Source: an optimization exercise on an open RTL-to-GDS flow (aim: small area, a short achievable clock period and few clock cycles per item). Production flows keep margins and buffers that such runs may drop. The RTL was checked by simulation tests, not by an equivalence proof against the original design.

==> flow/design.v (excerpt) <==
module hsv_to_rgb_converter_core (
    input  logic                    clk,
    input  logic                    rst_n,
    input  logic                    pixel_valid,
    output logic                    pixel_ready,
    input  hsv2rgb_pkg::hsv_pixel_t pixel,
    output logic                    color_valid,
    input  logic                    color_ready,
    output hsv2rgb_pkg::rgb_pixel_t color
);
For scale: ~1900 cells after synthesis, about 160 flip-flops, about 20000 um2 of cells after synthesis.
Settings: LEC_CHECK=0, CAP_MARGIN=20, CORE_MARGIN=2, CORE_UTILIZATION=40, SETUP_SLACK_MARGIN=3.4, SLEW_MARGIN=20, SYNTH_HIERARCHICAL=1, SYNTH_MINIMUM_KEEP_SIZE=0; clock period 8.0 ns.
run.sh (not shown) runs the stock make flow with config.mk's settings and CLKGATE_MAP_FILE= SYNTH_SCRIPT=/design/flow/synth_recipe.tcl, a recipe that flattens the netlist after the stock synthesis.
The first run finished clean.
Testbench counts at the start, summed over its fixed seeds: cycles 16,024, items 16,000.
Rerun with:
CORE_UTILIZATION = 50   (was 40)
GPL_ROUTABILITY_DRIVEN = 0   (was not set)
SETUP_SLACK_MARGIN = 3.2   (was 3.4)
Flip-flop and latch count stays the same.
Wire length went down by 3.8%.
Utilization goes up by 10 points.
Cell count drops by 6.5%.
Final area drops by 3.7%.
Worst setup slack gains 0.051 ns.
Sequential share of layout area rose by 0.73 points.
First-iteration DRC count is lower by 24%.


Starting RTL as in the previous note.
## hsv_to_rgb_converter_core
module hsv_to_rgb_converter_core (
    input  logic                    clk,
    input  logic                    rst_n,
    input  logic                    pixel_valid,
    output logic                    pixel_ready,
    input  hsv2rgb_pkg::hsv_pixel_t pixel,
    output logic                    color_valid,
    input  logic                    color_ready,
    output hsv2rgb_pkg::rgb_pixel_t color
);
Settings: LEC_CHECK=0, CAP_MARGIN=20, CORE_MARGIN=2, CORE_UTILIZATION=40, SETUP_SLACK_MARGIN=3.0, SLEW_MARGIN=20, SYNTH_HIERARCHICAL=1, SYNTH_MINIMUM_KEEP_SIZE=0; clock period 8.0 ns.
The baseline went through all stages and came out clean.
Testbench counts at the start, summed over its fixed seeds: cycles 16,024, items 16,000.
Change:
- ABC_CLOCK_PERIOD_IN_PS: default -> 4000
- SETUP_SLACK_MARGIN: 3.0 -> 3.2
Worst hold slack is better by 49 ps.
Global-route usage is about the same.
Cell count rises by 0.73%.
Wire length is about the same.
Core utilization climbs by 0.73 points.
Cell area is higher by 1.5%.


## run F
Another version of the RTL of hsv_to_rgb_converter_core (not shown whole).
For scale: roughly 20000 um2 of cells after synthesis.
// hsv_to_rgb_converter_core
module hsv_to_rgb_converter_core (
    input  logic                    clk,
    input  logic                    rst_n,
    input  logic                    pixel_valid,
    output logic                    pixel_ready,
    input  hsv2rgb_pkg::hsv_pixel_t pixel,
    output logic                    color_valid,
    input  logic                    color_ready,
    output hsv2rgb_pkg::rgb_pixel_t color
);
    logic adv;
    logic val1, val2, val3;
    logic [12:0] v0, s0;
    always_comb begin
        s0 = pixel.saturation[12] ? 13'd4096 : pixel.saturation;
        v0 = pixel.brightness[12] ? 13'd4096 : pixel.brightness;
    end
    logic [6:0]  sone0, stwo0, sneg0;
    logic [14:0] sx0;
    always_comb begin
        sx0 = {1'b0, s0, 1'b0};
        for (int k = 0; k < 7; k++) begin
            sone0[k] = sx0[2*k+1] ^ sx0[2*k];
            stwo0[k] = (~sx0[2*k+2] & sx0[2*k+1] & sx0[2*k]) | (sx0[2*k+2] & ~sx0[2*k+1] & ~sx0[2*k]);
            sneg0[k] = sx0[2*k+2] & ~(sx0[2*k+1] & sx0[2*k]);
        end
    end
    logic [12:0] v1, h1;
    logic [6:0]  sone1, stwo1, sneg1;
    always_ff @(posedge clk) begin
        if (adv) begin
            v1    <= v0;
            sone1 <= sone0;
            stwo1 <= stwo0;
            sneg1 <= sneg0;
            h1    <= pixel.hue;
        end
    end
    logic [24:0] m2;
    logic [12:0] v2;
    logic [5:0]  fone1, ftwo1, fneg1;
    logic [5:0]  fone2, ftwo2, fneg2;
    logic [2:0]  sec2;
    logic [24:0] m_sa, m_sb;
    logic [12:0] fx1;
    logic mpp_0_0;
    assign mpp_0_0 = ((sone1[0] & v1[0]) | 1'b0) ^ sneg1[0];
    logic mpp_0_1;
    assign mpp_0_1 = ((sone1[0] & v1[1]) | (stwo1[0] & v1[0])) ^ sneg1[0];
    logic mpp_0_2;
    assign mpp_0_2 = ((sone1[0] & v1[2]) | (stwo1[0] & v1[1])) ^ sneg1[0];
    logic mpp_0_3;
    assign mpp_0_3 = ((sone1[0] & v1[3]) | (stwo1[0] & v1[2])) ^ sneg1[0];
    logic mpp_0_4;
  ...
make LEC_CHECK=0 ABC_CLOCK_PERIOD_IN_PS=4000 CAP_MARGIN=20 CORE_MARGIN=2 CORE_UTILIZATION=40 SETUP_SLACK_MARGIN=3.2 SLEW_MARGIN=20 SYNTH_HIERARCHICAL=1 SYNTH_MINIMUM_KEEP_SIZE=0 finish   # period 8.0 ns
Testbench counts of run F, summed over its fixed seeds: cycles 16,024, items 16,000.
#### Input delta (run H over run F)
Settings: SETUP_SLACK_MARGIN: 3.2 -> 3.6.
### Flow results
Run H ended with more relative area change from synthesis to final layout than run F.
Status: multi-input logic cell count parity (run H, run F)
Against run F, run H reports a summed area of non-filler cells in the final layout that is higher.
Compared with run F, run H instantiates a larger number of cells.
Run F → run H: sequential cell count roughly the same; sequential share of cell area lower; non-clock buffer count now sits higher.
Path length in cells of the critical path: lower on run F

## what the ideal ports hide
How much do the figures lean on ideal ports? The routed layouts below were timed once more, with nothing changed but the port constraints. Step 1 sets driving cells, clkbuf_16 on the clock port and buf_2 on the other inputs (assumed; they add their load-dependent delay and slew). Step 2 times the ports against the registers' clock, not the clock port: input delays grow and output delays shrink by t, the midpoint of the rising clock arrivals with the driver on. Slacks: ideal / step 1 / step 2; pairs: ideal / step 1.
| run | t, ns | setup WS [ns] | hold slack, ns | slew at the worst register clock pin (ns) | pins driven straight from the clock port |
|---|---|---|---|---|---|
| the first run of note 1 | 0.538 | 2.977 / 2.977 / 2.977 | 0.466 / 0.466 / 0.466 | 0.07 / 0.07 | 1 |
| the second run of note 1 | 0.516 | 3.028 / 3.028 / 3.028 | 0.429 / 0.429 / 0.429 | 0.07 / 0.07 | 1 |
| the first run of note 2 | 0.509 | 2.904 / 2.904 / 2.904 | 0.418 / 0.418 / 0.418 | 0.07 / 0.07 | 1 |
| the second run of note 2 | 0.533 | 3.063 / 3.063 / 3.063 | 0.467 / 0.467 / 0.467 | 0.07 / 0.07 | 1 |
| run F | 0.528 | 3.175 / 3.124 / 3.176 | 0.465 / 0.465 / 0.465 | 0.07 / 0.07 | 1 |
| run H | 0.544 | 3.142 / 3.105 / 3.142 | 0.483 / 0.483 / 0.483 | 0.07 / 0.07 | 1 |
After both steps setup and hold are still met in every run listed.
